Context: an optimization exercise on an open-source flow, tuned for small area, a short achievable clock period and few clock cycles per item. The choices shown serve that exercise and are no tape-out recipe. In this exercise RTL edits were held to simulation tests only and were not proved equivalent to the original.

**design.v**
```verilog
module sha256d_nonce_scanner (
  input  logic         clk,
  input  logic         rst_n,
  input  logic         start,
  input  logic         abort,
  input  logic [639:0] header,
  input  logic [31:0]  nonce_start,
  input  logic [31:0]  nonce_end,
  input  logic [255:0] target,
  output logic         busy,
  output logic         done,
  output logic         found,
  output logic [31:0]  found_nonce,
  output logic [255:0] found_hash,
  output logic [31:0]  cur_nonce
);
  localparam logic [2047:0] K = {
    32'h428a2f98, 32'h71374491, 32'hb5c0fbcf, 32'he9b5dba5, 32'h3956c25b, 32'h59f111f1, 32'h923f82a4, 32'hab1c5ed5,
    32'hd807aa98, 32'h12835b01, 32'h243185be, 32'h550c7dc3, 32'h72be5d74, 32'h80deb1fe, 32'h9bdc06a7, 32'hc19bf174,
    32'he49b69c1, 32'hefbe4786, 32'h0fc19dc6, 32'h240ca1cc, 32'h2de92c6f, 32'h4a7484aa, 32'h5cb0a9dc, 32'h76f988da,
    32'h983e5152, 32'ha831c66d, 32'hb00327c8, 32'hbf597fc7, 32'hc6e00bf3, 32'hd5a79147, 32'h06ca6351, 32'h14292967,
    32'h27b70a85, 32'h2e1b2138, 32'h4d2c6dfc, 32'h53380d13, 32'h650a7354, 32'h766a0abb, 32'h81c2c92e, 32'h92722c85,
    32'ha2bfe8a1, 32'ha81a664b, 32'hc24b8b70, 32'hc76c51a3, 32'hd192e819, 32'hd6990624, 32'hf40e3585, 32'h106aa070,
    32'h19a4c116, 32'h1e376c08, 32'h2748774c, 32'h34b0bcb5, 32'h391c0cb3, 32'h4ed8aa4a, 32'h5b9cca4f, 32'h682e6ff3,
    32'h748f82ee, 32'h78a5636f, 32'h84c87814, 32'h8cc70208, 32'h90befffa, 32'ha4506ceb, 32'hbef9a3f7, 32'hc67178f2
  };
  localparam logic [255:0] IV = {32'h5be0cd19, 32'h1f83d9ab, 32'h9b05688c, 32'h510e527f,
                                 32'ha54ff53a, 32'h3c6ef372, 32'hbb67ae85, 32'h6a09e667};
  localparam logic [31:0] K0   = 32'h428a2f98;
  localparam logic [31:0] IV7  = 32'h5be0cd19;
  function automatic logic [31:0] rotr(input logic [31:0] x, input int n);
    rotr = (x >> n) | (x << (32 - n));
  endfunction
  function automatic logic [31:0] bsig0(input logic [31:0] x);
    bsig0 = rotr(x, 2) ^ rotr(x, 13) ^ rotr(x, 22);
  endfunction
  function automatic logic [31:0] bsig1(input logic [31:0] x);
    bsig1 = rotr(x, 6) ^ rotr(x, 11) ^ rotr(x, 25);
  endfunction
  function automatic logic [31:0] ssig0(input logic [31:0] x);
    ssig0 = rotr(x, 7) ^ rotr(x, 18) ^ (x >> 3);
  endfunction
  function automatic logic [31:0] ssig1(input logic [31:0] x);
    ssig1 = rotr(x, 17) ^ rotr(x, 19) ^ (x >> 10);
  endfunction
  function automatic logic [31:0] bswap32(input logic [31:0] x);
    bswap32 = {x[7:0], x[15:8], x[23:16], x[31:24]};
  endfunction
  function automatic logic [31:0] csa_s(input logic [31:0] x, input logic [31:0] y, input logic [31:0] z);
    csa_s = x ^ y ^ z;
  endfunction
  function automatic logic [31:0] csa_c(input logic [31:0] x, input logic [31:0] y, input logic [31:0] z);
    csa_c = {(x[30:0] & y[30:0]) | (x[30:0] & z[30:0]) | (y[30:0] & z[30:0]), 1'b0};
  endfunction
  localparam logic [1:0] P_IDLE = 2'd0, P_PRE = 2'd1, P_RUN = 2'd2;
  localparam logic [1:0] B_1 = 2'd0, B_2 = 2'd1, B_3 = 2'd2;
  logic [1:0]   phase_q;
  logic [1:0]   blk_q;
  logic [6:0]   c_q;
  logic         done_q, found_q, last_q;
  logic [31:0]  nonce_q;
  logic         hi_lt_q, hi_eq_q, lo_lt_q, lo_eq_q;
  logic [31:0]  a_q, b_q, c2_q, d_q, e_q, f_q, g_q, hkw_q;
  logic [511:0] w_q;      
  logic [255:0] mid_q;    
  function automatic logic [31:0] hw(input int j);
    hw = header[639 - 32*j -: 32];
  endfunction
  logic [31:0] s0, s1, ch, mj, x1, y1, x2, y2, x3, y3, xe1, ye1, xe, ye, a_n, e_n;
  logic [31:0] hf, hg, hdf, hdg;
  assign s0  = bsig0(a_q);
  assign s1  = bsig1(e_q);
  assign ch  = (e_q & f_q) | (~e_q & g_q);
  assign mj  = (a_q & (b_q | c2_q)) | (~a_q & (b_q & c2_q));
  assign hf  = hkw_q ^ f_q;
  assign hg  = hkw_q ^ g_q;
  assign hdf = hf ^ d_q;
  assign hdg = hg ^ d_q;
  assign x1  = ((e_q & hf) | (~e_q & hg)) ^ mj;
  assign y1  = {((hkw_q[30:0] & ch[30:0]) | (hkw_q[30:0] & mj[30:0]) | (ch[30:0] & mj[30:0])), 1'b0};
  assign xe1 = (e_q & hdf) | (~e_q & hdg);
  assign ye1 = {((hkw_q[30:0] & ch[30:0]) | (hkw_q[30:0] & d_q[30:0]) | (ch[30:0] & d_q[30:0])), 1'b0};
  assign x2 = csa_s(x1, y1, s1);
  assign y2 = csa_c(x1, y1, s1);
  assign x3 = csa_s(x2, y2, s0);
  assign y3 = csa_c(x2, y2, s0);
  assign a_n = x3 + y3;
  assign xe = csa_s(xe1, ye1, s1);
  assign ye = csa_c(xe1, ye1, s1);
  assign e_n = xe + ye;
  logic [31:0] w0, w1, w9, w14, sx1, sy1, sx2, sy2, w_new;
  assign w0  = w_q[32*0 +: 32];
  assign w1  = w_q[32*1 +: 32];
  assign w9  = w_q[32*9 +: 32];
  assign w14 = w_q[32*14 +: 32];
  assign sx1 = csa_s(w0, w9, ssig0(w1));
  assign sy1 = csa_c(w0, w9, ssig0(w1));
  assign sx2 = csa_s(sx1, sy1, ssig1(w14));
  assign sy2 = csa_c(sx1, sy1, ssig1(w14));
  assign w_new = sx2 + sy2;
  logic f_pre_q, f_gate_q, f_cvmid_q, f_round_q, f_hy0_q, f_67b1_q, f_67b2_q, f_68_q, f_69_q, f_inj_q;
  logic hit_q, stop_q;      
  logic [3:0] f_sel_q;      
  logic [3:0] f_csel_q;     
  logic [3:0] jj_q;         
  logic [31:0] k_q;         
  logic [255:0] cv;
  logic [31:0]  cva, cve, a_add, e_add;
  assign cv = f_cvmid_q ? mid_q : IV;
  always_comb begin
    cva = '0;
    cve = '0;
    for (int i = 0; i < 4; i++) begin
      cva = cva | ({32{f_sel_q[i]}} & cv[32*(3-i) +: 32]);
      cve = cve | ({32{f_sel_q[i]}} & cv[32*(7-i) +: 32]);
    end
  end
  assign a_add = (f_gate_q ? 32'h0 : d_q) + cva;
  assign e_add = (f_gate_q ? 32'h0 : hkw_q) + cve;
  logic [31:0] t_hi, t_lo, v_hi, v_lo;
  always_comb begin
    t_hi = '0;
    t_lo = '0;
    for (int i = 0; i < 4; i++) begin
      t_hi = t_hi | ({32{f_csel_q[i]}} & target[32*(7-i) +: 32]);
      t_lo = t_lo | ({32{f_csel_q[i]}} & target[32*(3-i) +: 32]);
    end
  end
  assign v_hi = bswap32(e_q);
  assign v_lo = bswap32(a_q);
  logic first_cmp, hit, h_lt, h_eq, l_lt, l_eq;
  assign first_cmp = f_csel_q[0];
  assign h_lt = (v_hi < t_hi);
  assign h_eq = (v_hi == t_hi);
  assign l_lt = (v_lo < t_lo);
  assign l_eq = (v_lo == t_lo);
  logic hi_lt_d, hi_eq_d, lo_lt_d, lo_eq_d;
  assign hi_lt_d = (first_cmp ? 1'b0 : hi_lt_q) | ((first_cmp | hi_eq_q) & h_lt);
  assign hi_eq_d = (first_cmp | hi_eq_q) & h_eq;
  assign lo_lt_d = (first_cmp ? 1'b0 : lo_lt_q) | ((first_cmp | lo_eq_q) & l_lt);
  assign lo_eq_d = (first_cmp | lo_eq_q) & l_eq;
  assign hit = hi_lt_d | (hi_eq_d & (lo_lt_d | lo_eq_d));
  logic [31:0] inj;
  logic [31:0] n_next;
  assign n_next = (blk_q == B_3) ? nonce_q + 32'd1 : nonce_q;
  always_comb begin
    inj = 32'h0;
    if (blk_q == B_2) begin
      if (jj_q == 4'd8)  inj = 32'h80000000;
      if (jj_q == 4'd15) inj = 32'h00000100;
    end else begin
      case (jj_q)
        4'd0:  inj = hw(16);
        4'd1:  inj = hw(17);
        4'd2:  inj = hw(18);
        4'd3:  inj = bswap32(n_next);
        4'd4:  inj = 32'h80000000;
        4'd15: inj = 32'h00000280;
        default: inj = 32'h0;
      endcase
    end
  end
  logic [31:0] hx, hy, hkw_sum;
  logic        stop;    
  assign stop = hit | last_q;
  always_comb begin
    hx = g_q;
    if (f_pre_q)          hx = 32'h0;
    if (f_67b2_q)         hx = d_q;
    if (f_69_q)           hx = mid_q[32*7 +: 32];
    hy = f_hy0_q ? 32'h0 : (f_67b2_q ? mid_q[31:0] : w1);
  end
  logic [31:0] hkx, hky;
  assign hkx = csa_s(hx, hy, k_q);
  assign hky = csa_c(hx, hy, k_q);
  assign hkw_sum = hkx + hky;
  logic [1:0]   phase_d, blk_d;
  logic [6:0]   c_d;
  logic         done_d, found_d;
  logic [31:0]  nonce_d;
  logic [255:0] st_d;       
  logic [511:0] w_d;
  logic [255:0] mid_d;
  logic         mid_en;
  logic         accept;
  assign accept = (phase_q == P_IDLE) && start && !abort;
  always_comb begin
    phase_d = phase_q;
    blk_d   = blk_q;
    c_d     = c_q + 7'd1;
    done_d  = 1'b0;
    found_d = found_q;
    nonce_d = nonce_q;
    st_d    = {hkw_sum, f_q, e_q, e_add, c2_q, b_q, a_q, a_add};           
    w_d     = {(f_inj_q ? inj : w_new), w_q[511:32]};
    mid_d   = {g_q, f_q, e_q, e_add, c2_q, b_q, a_q, a_add};
    mid_en  = 1'b0;
    case (phase_q)
      P_IDLE: begin
        for (int j = 1; j < 16; j++) w_d[32*j +: 32] = hw(j - 1);
        if (accept) begin
          phase_d = P_PRE;
          nonce_d = nonce_start;
          found_d = 1'b0;
        end
      end
      P_PRE: begin
        st_d    = {hkw_sum, IV[32*6 +: 32], IV[32*5 +: 32], e_add, IV[32*3 +: 32],
                   IV[32*2 +: 32], IV[32*1 +: 32], a_add};
        w_d[32*15 +: 32] = hw(15);
        c_d     = '0;
        blk_d   = B_1;
        phase_d = P_RUN;
      end
      default: begin
        if (f_round_q) begin
          st_d = {hkw_sum, f_q, e_q, e_n, c2_q, b_q, a_q, a_n};
        end else if (f_67b1_q) begin
          mid_en = 1'b1;
          c_d    = '0;
          blk_d  = B_2;
        end else if (f_67b2_q) begin
          st_d = {hkw_sum, IV[32*6 +: 32], IV[32*5 +: 32], IV[32*4 +: 32], IV[32*3 +: 32],
                  IV[32*2 +: 32], IV[32*1 +: 32], IV[32*0 +: 32]};
          w_d[255:0] = {g_q, f_q, e_q, e_add, c2_q, b_q, a_q, a_add};
          c_d   = '0;
          blk_d = B_3;
        end else if (f_69_q) begin
          mid_en = hit_q;
          if (stop_q) begin
            done_d  = 1'b1;
            found_d = hit_q;
            phase_d = P_IDLE;
          end
          st_d    = {hkw_sum, mid_q[32*6 +: 32], mid_q[32*5 +: 32], e_add, mid_q[32*3 +: 32],
                     mid_q[32*2 +: 32], mid_q[32*1 +: 32], a_add};
          nonce_d = stop_q ? nonce_q : nonce_q + 32'd1;
          c_d     = '0;
          blk_d   = B_2;
        end
      end
    endcase
    if (abort) begin
      phase_d = P_IDLE;
      done_d  = 1'b0;
    end
  end
  logic       nf_round, nf_hy0, nf_67b1, nf_67b2, nf_68, nf_69, nf_inj;
  logic [3:0] nf_sel, njj;
  logic [31:0] k_d;
  logic run_d;    
  assign run_d = (phase_q == P_PRE) || (phase_q == P_RUN);
  always_comb begin
    nf_round = run_d && (c_d < 7'd64);
    nf_hy0   = run_d && ((c_d >= 7'd63 && c_d <= 7'd66) || ((c_d == 7'd67 || c_d == 7'd68) && blk_d == B_3));
    nf_67b1  = run_d && (c_d == 7'd67) && (blk_d == B_1);
    nf_67b2  = run_d && (c_d == 7'd67) && (blk_d == B_2);
    nf_68    = run_d && (c_d == 7'd68);
    nf_69    = run_d && (c_d == 7'd69);
    nf_inj   = (c_d >= ((blk_d == B_3) ? 7'd54 : 7'd52));
    njj      = c_d[3:0] - ((blk_d == B_3) ? 4'd6 : 4'd4);
    nf_sel   = ((phase_d == P_PRE) || (nf_69 && !stop)) ? 4'b1000 : (nf_68 || nf_69) ? 4'b0000 : (4'b0001 << c_d[1:0]);
    k_d = 32'h0;
    case (c_d[5:0])
      6'd0: k_d = K[2047 - 32*1 -: 32];
      6'd1: k_d = K[2047 - 32*2 -: 32];
      6'd2: k_d = K[2047 - 32*3 -: 32];
      6'd3: k_d = K[2047 - 32*4 -: 32];
      6'd4: k_d = K[2047 - 32*5 -: 32];
      6'd5: k_d = K[2047 - 32*6 -: 32];
      6'd6: k_d = K[2047 - 32*7 -: 32];
      6'd7: k_d = K[2047 - 32*8 -: 32];
      6'd8: k_d = K[2047 - 32*9 -: 32];
      6'd9: k_d = K[2047 - 32*10 -: 32];
      6'd10: k_d = K[2047 - 32*11 -: 32];
      6'd11: k_d = K[2047 - 32*12 -: 32];
      6'd12: k_d = K[2047 - 32*13 -: 32];
      6'd13: k_d = K[2047 - 32*14 -: 32];
      6'd14: k_d = K[2047 - 32*15 -: 32];
      6'd15: k_d = K[2047 - 32*16 -: 32];
      6'd16: k_d = K[2047 - 32*17 -: 32];
      6'd17: k_d = K[2047 - 32*18 -: 32];
      6'd18: k_d = K[2047 - 32*19 -: 32];
      6'd19: k_d = K[2047 - 32*20 -: 32];
      6'd20: k_d = K[2047 - 32*21 -: 32];
      6'd21: k_d = K[2047 - 32*22 -: 32];
      6'd22: k_d = K[2047 - 32*23 -: 32];
      6'd23: k_d = K[2047 - 32*24 -: 32];
      6'd24: k_d = K[2047 - 32*25 -: 32];
      6'd25: k_d = K[2047 - 32*26 -: 32];
      6'd26: k_d = K[2047 - 32*27 -: 32];
      6'd27: k_d = K[2047 - 32*28 -: 32];
      6'd28: k_d = K[2047 - 32*29 -: 32];
      6'd29: k_d = K[2047 - 32*30 -: 32];
      6'd30: k_d = K[2047 - 32*31 -: 32];
      6'd31: k_d = K[2047 - 32*32 -: 32];
      6'd32: k_d = K[2047 - 32*33 -: 32];
      6'd33: k_d = K[2047 - 32*34 -: 32];
      6'd34: k_d = K[2047 - 32*35 -: 32];
      6'd35: k_d = K[2047 - 32*36 -: 32];
      6'd36: k_d = K[2047 - 32*37 -: 32];
      6'd37: k_d = K[2047 - 32*38 -: 32];
      6'd38: k_d = K[2047 - 32*39 -: 32];
      6'd39: k_d = K[2047 - 32*40 -: 32];
      6'd40: k_d = K[2047 - 32*41 -: 32];
      6'd41: k_d = K[2047 - 32*42 -: 32];
      6'd42: k_d = K[2047 - 32*43 -: 32];
      6'd43: k_d = K[2047 - 32*44 -: 32];
      6'd44: k_d = K[2047 - 32*45 -: 32];
      6'd45: k_d = K[2047 - 32*46 -: 32];
      6'd46: k_d = K[2047 - 32*47 -: 32];
      6'd47: k_d = K[2047 - 32*48 -: 32];
      6'd48: k_d = K[2047 - 32*49 -: 32];
      6'd49: k_d = K[2047 - 32*50 -: 32];
      6'd50: k_d = K[2047 - 32*51 -: 32];
      6'd51: k_d = K[2047 - 32*52 -: 32];
      6'd52: k_d = K[2047 - 32*53 -: 32];
      6'd53: k_d = K[2047 - 32*54 -: 32];
      6'd54: k_d = K[2047 - 32*55 -: 32];
      6'd55: k_d = K[2047 - 32*56 -: 32];
      6'd56: k_d = K[2047 - 32*57 -: 32];
      6'd57: k_d = K[2047 - 32*58 -: 32];
      6'd58: k_d = K[2047 - 32*59 -: 32];
      6'd59: k_d = K[2047 - 32*60 -: 32];
      6'd60: k_d = K[2047 - 32*61 -: 32];
      6'd61: k_d = K[2047 - 32*62 -: 32];
      6'd62: k_d = K[2047 - 32*63 -: 32];
      default: k_d = 32'h0;
    endcase
    if (c_d[6]) k_d = 32'h0;
    if (nf_67b1 || nf_69) k_d = K0;
    if (nf_67b2) k_d = IV7 + K0;
    if (phase_d == P_PRE) k_d = IV7 + K0;
  end
  always_ff @(posedge clk or negedge rst_n) begin
    if (!rst_n) begin
      phase_q <= P_IDLE;
      done_q  <= 1'b0;
      found_q <= 1'b0;
      nonce_q <= '0;
    end else begin
      phase_q <= phase_d;
      done_q  <= done_d;
      found_q <= found_d;
      nonce_q <= nonce_d;
    end
  end
  always_ff @(posedge clk) begin
    blk_q   <= blk_d;
    c_q     <= c_d;
    f_cvmid_q <= run_d && (phase_q != P_PRE) && ((blk_d == B_2) || (nf_69 && !stop));
    f_gate_q  <= (phase_d == P_PRE) || (nf_69 && !stop);
    f_pre_q   <= (phase_d == P_PRE);
    hit_q     <= hit;
    stop_q    <= stop;
    f_csel_q  <= f_sel_q;
    f_round_q <= nf_round;
    f_hy0_q   <= nf_hy0;
    f_67b1_q  <= nf_67b1;
    f_67b2_q  <= nf_67b2;
    f_68_q    <= nf_68;
    f_69_q    <= nf_69;
    f_inj_q   <= nf_inj;
    f_sel_q   <= nf_sel;
    jj_q      <= njj;
    k_q       <= k_d;
    last_q  <= (nonce_q == nonce_end);
    hi_lt_q <= hi_lt_d;
    hi_eq_q <= hi_eq_d;
    lo_lt_q <= lo_lt_d;
    lo_eq_q <= lo_eq_d;
    {hkw_q, g_q, f_q, e_q, d_q, c2_q, b_q, a_q} <= st_d;
    w_q     <= w_d;
    if (mid_en) mid_q <= mid_d;
  end
  assign busy        = (phase_q != P_IDLE);
  assign done        = done_q;
  assign found       = found_q;
  assign found_nonce = found_q ? nonce_q : 32'h0;
  assign found_hash  = found_q ? {mid_q[32*2 +: 32], mid_q[32*3 +: 32], mid_q[32*0 +: 32], mid_q[32*1 +: 32],
                                   mid_q[32*6 +: 32], mid_q[32*7 +: 32], mid_q[32*4 +: 32], mid_q[32*5 +: 32]} : 256'h0;
  assign cur_nonce   = nonce_q;
endmodule
```
**flow/run.sh**
```bash
#!/bin/bash
set -uo pipefail
export BUFFER_PORTS_ARGS="-buffer_cell sky130_fd_sc_hd__buf_1"
export SETUP_SLACK_MARGIN=6.5
for step in synth floorplan place cts route finish; do
  if ! bash standard.sh "$step" > "$step.log" 2>&1; then
    tail -n 40 "$step.log"
    exit 1
  fi
done
test -s out/final.def
```
**standard.sh**
```bash
#!/bin/bash
# synth_recipe.tcl (not shown) runs the flow's synth.tcl, then flattens the netlist and writes it again
# the make line also repeats each setting of config.mk as NAME=value (left out here)
make -C /OpenROAD-flow-scripts/flow DESIGN_CONFIG=/design/flow/config.mk WORK_HOME=/design/flow/orfs CLKGATE_MAP_FILE= SYNTH_SCRIPT=/design/flow/synth_recipe.tcl "${@:-finish}"
```
**config.mk**
```make
export PLATFORM = sky130hd
export DESIGN_NAME = sha256d_nonce_scanner
export DESIGN_NICKNAME = sha256d_nonce_scanner
export VERILOG_FILES = /design/flow/design.v
export SDC_FILE = /design/flow/constraint.sdc
export NUM_CORES = 4
export LEC_CHECK = 0
export CAP_MARGIN = 20
export CORE_MARGIN = 2
export CORE_UTILIZATION = 40
export CTS_CLUSTER_DIAMETER = 120
export CTS_CLUSTER_SIZE = 24
export SLEW_MARGIN = 20
```
**constraint.sdc**
```tcl
create_clock -name core_clock -period 11.0 [get_ports {clk}]
set_input_delay 2.2000 -clock core_clock [delete_from_list [all_inputs] [get_ports {clk}]]
set_output_delay 2.2000 -clock core_clock [all_outputs]
set_load 0.01 [all_outputs]
```
==> results of run 1 <==
==> worst paths after layout <==
check                                               to  slack [ns]  depth (start not counted)
worst max-delay path                   a_q[30]$_DFF_P_        6.22                         16
worst min-delay path                  w_q[325]$_DFF_P_        0.45                          1
worst max register to register         a_q[30]$_DFF_P_        6.22                         16
worst min register to register        w_q[325]$_DFF_P_        0.45                          1
max in group asynchronous          found_q$_DFFE_PN0P_        8.71                          1
min in group asynchronous       nonce_q[0]$_DFFE_PN0P_        1.60                          1
==> through the flow <==
stage / hold slack, ns / std cells
finish: 0.454 / 10500
global placement: 0.431 / 10200
floorplan: 0.329 / 7150
detailed placement: 0.431 / 10200
global route: 0.473 / 10500
CTS: 0.461 / 10400
==> logic make-up (layout without fill, tap and decap cells) <==
kind of cell    Yosys count  after routing  synth area share
fa+ha+maj               516            516             0.115
xor+xnor                555            555            0.0720
mux                     335            335            0.0588
buf+inv                1083           2186            0.0609
simple gates           1641           1641             0.121
other cells               0             29                 0
compound gates         1892           1892             0.198
flops                  1128           1128             0.375
==> layer usage <==
| metal | up-vias | global-route usage |
|---|---|---|
| met3 | 795 | 0.111 |
| li1 | 27700 | - |
| met4 | 30 | 0.229 |
| met1 | 32900 | 0.564 |
| met2 | 4844 | 0.646 |
| met5 | - | 0.00472 |
==> critical path, delay by kind of cell, from the launching register on <==
kind / cells / cell delay (ns)
adders and majority gates: 4 / 1.71
buffers and inverters: 3 / 0.45
AOI/OAI and AO/OA: 7 / 1.77
DFF: 1 / 0.31
and+or+nand+nor: 2 / 0.41
==> what timing repair did <==
action / CTS / global route
buffers inserted: 69 / 55
endpoints found under the setup margin: 444 / 143
gates cloned: 7 / 4
gates resized for setup: 344 / 245
pin swaps: 75 / 109
==> cells in the mapped netlist, types with 29 or more instances <==
master	instances	area, µm²
a21oi_1	427	2140
dfrtp_1	36	901
nand4_1	38	238
mux2_2	233	2620
dfxtp_1	836	16700
a22o_1	143	1250
and2_1	313	1960
nand2b_1	39	244
o21bai_1	38	285
ha_1	279	3490
a221oi_1	72	631
a22oi_1	86	646
a211oi_1	31	233
fa_1	188	3760
maj3_1	49	490
mux2i_1	76	761
nor2b_1	101	632
or2_2	38	238
o21a_1	29	218
xnor2_1	386	3380
a31oi_1	35	219
nor3_1	86	430
a21o_1	109	818
edfxtp_1	256	7690
xor2_1	169	1480
buf_1	46	173
a222oi_1	284	2840
inv_1	544	2040
nand2_1	360	1350
clkbuf_1	460	1730
nand3_1	118	591
o21ai_0	383	1920
nor2_1	428	1610
o211ai_1	36	270
==> layout make-up <==
cell class | instances | area (µm²)
fill | 16300 | 87500
multi-input combinational | 4939 | 40100
sequential | 1128 | 25600
timing repair buffer | 1536 | 7630
tap | 2204 | 2760
inverter | 550 | 2070
clock buffer | 88 | 1530
clock inverter | 12 | 189
antenna | 29 | 72.6
==> run notes, run 1 <==
Post-DRT Antenna Nets -> 0
Slowest Stage Delay on Critical Path -> 0.47 ns
Worst EP required -> 11.67 ns
vias in the first global route -> 61000
Ys Warns -> 1
Worst Hold Launch -> w_q[357]$_DFF_P_
ratio of cells with drive above 1 in the final layout -> 0.131
final worst-path cycle share -> 0.435
M1 WL -> 151000 µm
Peak Freq -> 209 MHz
1st-iter DRT viols -> 11800
Initial Util -> 0.403
status -> timing/DRC/antenna clean
Placed Area -> 74300 µm²
Die Wd -> 415 µm
H-tree Lvls -> 2
worst r2r src -> a_q[4]$_DFF_P_
nets -> 9642
num ports -> 1287
cts bufs inserted -> 56
worst path arrival time -> 5.45 ns
Syn Area/Cell -> 9.44 µm²
clock tree sinks -> 1128
worst hold path type -> register to register
Largest Register -> w_q
largest net degree at the start of global routing -> 159
fin. max-slew vios -> 0
Crit. Startpoint -> a_q[4]$_DFF_P_
Clock transition at path regs -> 0.11 ns
crit start category -> register
post-place setup slack -> 5.28 ns
kind of critical path -> register to register
metal3 WL -> 45700 µm
Vias/cell -> 6.32
row cnt -> 150
Post-Synthesis Cell Area -> 67500 µm²
drt wl/cell -> 37.2 µm
WL final -> 390000 µm
CTS Buffer Depth -> 3
sequential share of the synthesized area -> 0.375
GP Congestion -> 1.08
Largest regs -> w_q x512, mid_q x256
endpoints failing hold -> 0
Residual DRC -> 0
Max Cap Viol -> 0
worst slew pin tran -> 1.33 ns
number of I/O port buffers -> 1254
total core area -> 167000 µm²
commonest non-fill, non-tap cell in the layout -> buf_1
Synth Net Count -> 8581
Max Used Layer -> met5
die height -> 415 µm
EDFF count, synth -> 256
crit-path cells -> buf_4 -> maj3_1 -> o21ai_1 -> fa_1 -> inv_1 -> fa_1 -> ha_1 -> o21ai_1 -> or4_4 -> a31oi_4 -> a221o_4 -> a221oi_4 -> o211ai_1 -> buf_4 -> and4b_1 -> a211oi_2
clk latency of the worst-skew pair -> 0.77 ns
HPWL Detailed -> 303000 µm
final instance area -> 79900 µm²
global route overflow -> 0
largest fanout on the critical path -> 8
crit end category -> register
total track usage -> 0.429
initial antenna violation count -> 51
first-pass GRT wire length -> 516000 µm
Post-Route Setup TNS -> 0 ns
normalized max-slew margin -> 0.114
die footprint -> 172000 µm²
PnR worst setup slack -> 6.22 ns
Synth Register Bits -> 1128
ys flop type -> dfxtp_1
Area Growth Syn to Fin -> 18.4%
Hold-fix buffers, CTS -> 0
TritonRoute pass-1 iters -> 14
Fin Clk Skew -> 0.0435 ns
Root Driver -> clkbuf_16
post-layout util -> 0.477
Async SR Flop Fraction -> 0.0319
most frequent cells in the layout -> buf_1 (1236), dfxtp_1 (741), inv_1 (536)
Period minus WS final -> 4.78 ns
unrepaired setup endpoints after global routing -> true
Largest register FFs -> 512
total number of vias -> 66300
metal2 WL -> 167000 µm
Synth Instances -> 7150
Synth cell types -> 101
Critical-path top delay cell -> maj3_1
CTS tree -> built
Setup violations, final -> 0
Testbench counts, summed over its fixed seeds: cycles 235,610, items 1,545.
==> run 2: changes to the inputs <==
--- a/config.mk
+++ b/config.mk
@@ -10,4 +10,5 @@
 export CORE_UTILIZATION = 40
 export CTS_CLUSTER_DIAMETER = 120
 export CTS_CLUSTER_SIZE = 24
+export PLACE_DENSITY = 0.75
 export SLEW_MARGIN = 20
==> run 2 against run 1 <==
Effect of this change: routed wire length grew 1.7%; die area unchanged; register-to-register slack improved by 0.05 ns; maximum frequency rose by 1.1%; synthesized cell count unchanged; critical path depth is 3 higher; largest cell class unchanged.
==> run notes, run 2 <==
Clock transition at path regs -> 0.11 ns (about the same)
total number of vias -> 67400 (was 66300)
final worst-path cycle share -> 0.430 (was 0.435)
Initial Util -> 0.403 (unchanged)
die footprint -> 172000 µm² (unchanged)
num ports -> 1287 (unchanged)
cts bufs inserted -> 54 (was 56)
Largest register FFs -> 512 (unchanged)
die height -> 415 µm (unchanged)
unrepaired setup endpoints after global routing -> true (unchanged)
synth top area cells -> dfxtp_1 (25%), edfxtp_1 (11%), fa_1 (5.6%) (unchanged)
Fillers -> 16100 (was 16300)
Reg2Reg Depth -> 19 (was 16)
1st-iter DRT viols -> 13100 (was 11800)
WL final -> 397000 µm (was 390000 µm)
Worst Path Buf+Inv -> 2 (was 3)
global route overflow -> 0 (unchanged)
endpoints failing hold -> 0 (unchanged)
Synth cell types -> 101 (unchanged)
crit start category -> register (unchanged)
Hold Path End -> w_q[398]$_DFF_P_ (was w_q[325]$_DFF_P_)
Hold Path Depth -> 1 (unchanged)
EDFF count, synth -> 256 (unchanged)
HPWL Detailed -> 307000 µm (was 303000 µm)
Post-Synthesis Cell Area -> 67500 µm² (unchanged)
post-layout util -> 0.475 (was 0.477)
Post-Route Setup TNS -> 0 ns (unchanged)
worst path arrival time -> 5.38 ns (was 5.45 ns)
Root Driver -> clkbuf_16 (unchanged)
most frequent cell after synthesis -> dfxtp_1 (unchanged)
Critical-path top delay cell -> fa_1 (was maj3_1)
Worst EP required -> 11.65 ns (was 11.67 ns)
initial antenna violation count -> 68 (was 51)
Period minus WS final -> 4.73 ns (was 4.78 ns)
Vias/cell -> 6.44 (was 6.32)
reg2reg setup slack -> 6.27 ns (was 6.22 ns)
largest net degree at the start of global routing -> 186 (was 159)
normalized max-slew margin -> 0.204 (was 0.114)
CTS tree -> built (unchanged)
TritonRoute pass-1 iters -> 22 (was 14)
FF+latch area -> 25600 µm² (about the same)
H-tree Lvls -> 2 (unchanged)
row cnt -> 150 (unchanged)
Post-DRT Antenna Nets -> 0 (unchanged)
crit-path cells -> mux2i_4 -> nand2_1 -> nor2b_4 -> xor2_2 -> fa_1 -> inv_2 -> fa_1 -> inv_2 -> ha_4 -> a21o_1 -> a21o_1 -> a21oi_2 -> nand2_2 -> o21ai_4 -> a21oi_4 -> a221o_1 -> a41oi_2 -> mux2i_1 -> o211ai_1 (was buf_4 -> maj3_1 -> o21ai_1 -> fa_1 -> inv_1 -> fa_1 -> ha_1 -> o21ai_1 -> or4_4 -> a31oi_4 -> a221o_4 -> a221oi_4 -> o211ai_1 -> buf_4 -> and4b_1 -> a211oi_2)
worst slew pin tran -> 1.19 ns (was 1.33 ns)
ratio of cells with drive above 1 in the final layout -> 0.129 (was 0.131)
Synth Instances -> 7150 (unchanged)
worst r2r src -> e_q[10]$_DFF_P_ (was a_q[4]$_DFF_P_)
worst hold path type -> register to register (unchanged)
Largest regs -> w_q x512, mid_q x256 (unchanged)
Die Wd -> 415 µm (unchanged)
final std cells w/o fill -> 10500 (about the same)
most frequent cells in the layout -> buf_1 (1253), dfxtp_1 (738), inv_1 (533) (was buf_1 (1236), dfxtp_1 (741), inv_1 (536))
Ys Warns -> 1 (unchanged)
Residual DRC -> 0 (unchanged)
Slowest Stage Delay on Critical Path -> 0.55 ns (was 0.47 ns)
sequential share of the synthesized area -> 0.375 (unchanged)
clk latency of the worst-skew pair -> 0.78 ns (was 0.77 ns)
kind of critical path -> register to register (unchanged)
Peak Freq -> 211 MHz (was 209 MHz)
Crit path max-delay family -> compound AO/OA/AOI/OAI gates (unchanged)
top post-synthesis cells by count -> dfxtp_1 (836), inv_1 (544), clkbuf_1 (460) (unchanged)
Synth Register Bits -> 1128 (unchanged)
Setup violations, final -> 0 (unchanged)
Min Hold Slack -> 0.444 ns (was 0.454 ns)
cell taking the most area after synthesis -> dfxtp_1 (unchanged)
GP Congestion -> 1.08 (about the same)
total core area -> 167000 µm² (unchanged)
Max Cap Viol -> 0 (unchanged)
Cells after DPL -> 10200 (about the same)
Hold-fix buffers, CTS -> 0 (unchanged)
ys flop type -> dfxtp_1 (unchanged)
Worst Hold Launch -> w_q[430]$_DFF_P_ (was w_q[357]$_DFF_P_)
Syn Area/Cell -> 9.44 µm² (unchanged)
commonest non-fill, non-tap cell in the layout -> buf_1 (unchanged)
status -> timing/DRC/antenna clean (unchanged)
crit end category -> register (unchanged)
vias in the first global route -> 61800 (was 61000)
Fin Clk Skew -> 0.0937 ns (was 0.0435 ns)
clock tree sinks -> 1128 (unchanged)
CTS Buffer Depth -> 3 (unchanged)
Async SR Flop Fraction -> 0.0319 (unchanged)
post-synth top area share -> 0.248 (unchanged)
largest fanout on the critical path -> 3 (was 8)
Synth Net Count -> 8581 (unchanged)
drt wl/cell -> 37.9 µm (was 37.2 µm)
number of I/O port buffers -> 1254 (unchanged)
final instance area -> 79500 µm² (was 79900 µm²)
total track usage -> 0.437 (was 0.429)
first-pass GRT wire length -> 524000 µm (was 516000 µm)
Area Growth Syn to Fin -> 17.8% (was 18.4%)
footprint of the multi-input gates -> 40000 µm² (was 40100 µm²)
Largest Register -> w_q (unchanged)
fin. max-slew vios -> 0 (unchanged)
nets -> 9618 (was 9642)
Placed Area -> 74300 µm² (about the same)
r2r endpoint -> a_q[31]$_DFF_P_ (was a_q[30]$_DFF_P_)
## run 2: per-stage QoR
| stage | worst slack [ns] |
|---|---|
| floorplan | 3.35 |
| global route | 6.14 |
| global placement | 5.27 |
| CTS | 6.38 |
| detailed placement | 5.23 |
| finish | 6.27 |
## run 2: area by class of cell
type | count | area share
multi-input cells | 4939 | 0.504
flip-flops and latches | 1128 | 0.322
repair buffers | 1514 | 0.0926
well taps | 2204 | 0.0347
inverters | 550 | 0.0260
clock buffers | 88 | 0.0187
clock inverters | 9 | 0.00162
diodes | 32 | 0.00101
## run 2: cell families (layout without fill, tap and decap cells)
group,after synthesis,after routing,share of synthesized area
compound gates,1892,1892,0.198
xor+xnor,555,555,0.0720
fa+ha+maj,516,516,0.115
buf+inv,1083,2161,0.0609
flops,1128,1128,0.375
mux,335,335,0.0588
other cells,0,32,0
simple gates,1641,1641,0.121
## run 2: repair_timing
item                                    in CTS  in global routing
setup buffers                               76                 38
gates cloned                                 7                  3
pin swaps                                   75                 98
endpoints found under the setup margin     461                144
resized for setup                          370                224
## run 2: worst max-delay path by stage
stage	from	endpoint	slack, ns	depth (start not counted)
after floorplan	phase_q[0]$_DFF_PN0_	mid_q[0]$_DFFE_PP_	3.35	6
after global placement	target[101]	f_cvmid_q$_DFF_P_	5.27	12
after detailed placement	f_round_q$_DFF_P_	k_q[27]$_SDFF_PP1_	5.23	12
after CTS	f_67b2_q$_DFF_P_	k_q[27]$_SDFF_PP1_	6.38	13
after global routing	e_q[10]$_DFF_P_	a_q[31]$_DFF_P_	6.14	19
final	e_q[10]$_DFF_P_	a_q[31]$_DFF_P_	6.27	19
## run 2: per-layer routing
| metal | GRT usage | wire, µm | part of all wire |
|---|---|---|---|
| met4 | 0.280 | 33400 | 0.084 |
| met5 | 0.00639 | 592 | 0.0015 |
| met1 | 0.559 | 147000 | 0.37 |
| met3 | 0.121 | 50600 | 0.13 |
| met2 | 0.648 | 165000 | 0.42 |

static timing again, ports no longer ideal:
In the flow no input, the clock included, has a driving cell. The finished layouts below were timed again as built, in two steps.
Step 1, drivers: a clkbuf_16 drives clk and a buf_2 each remaining input, both assumed.
Step 2 moves the port delays by t, midway between the first and last clock arrival at a register: inputs arrive t later, outputs are due t later. That takes back most of the time a late clock gives input paths.
Three values: ideal, step 1, step 2; two values: the first two.
| run | t, ns | setup slack, ns | hold slack, ns | worst setup path after step 2 |
|---|---|---|---|---|
| run 1 | 0.833 | 6.220 / 6.220 / 5.777 | 0.454 / 0.454 / 0.454 | input to register |
| run 2 | 0.829 | 6.271 / 6.271 / 5.674 | 0.444 / 0.444 / 0.444 | input to register |
After both steps every run listed still meets setup and hold. The setup slack of run 2, which loses most, moves by 0.000 ns with the drivers and by -0.597 ns with both steps.
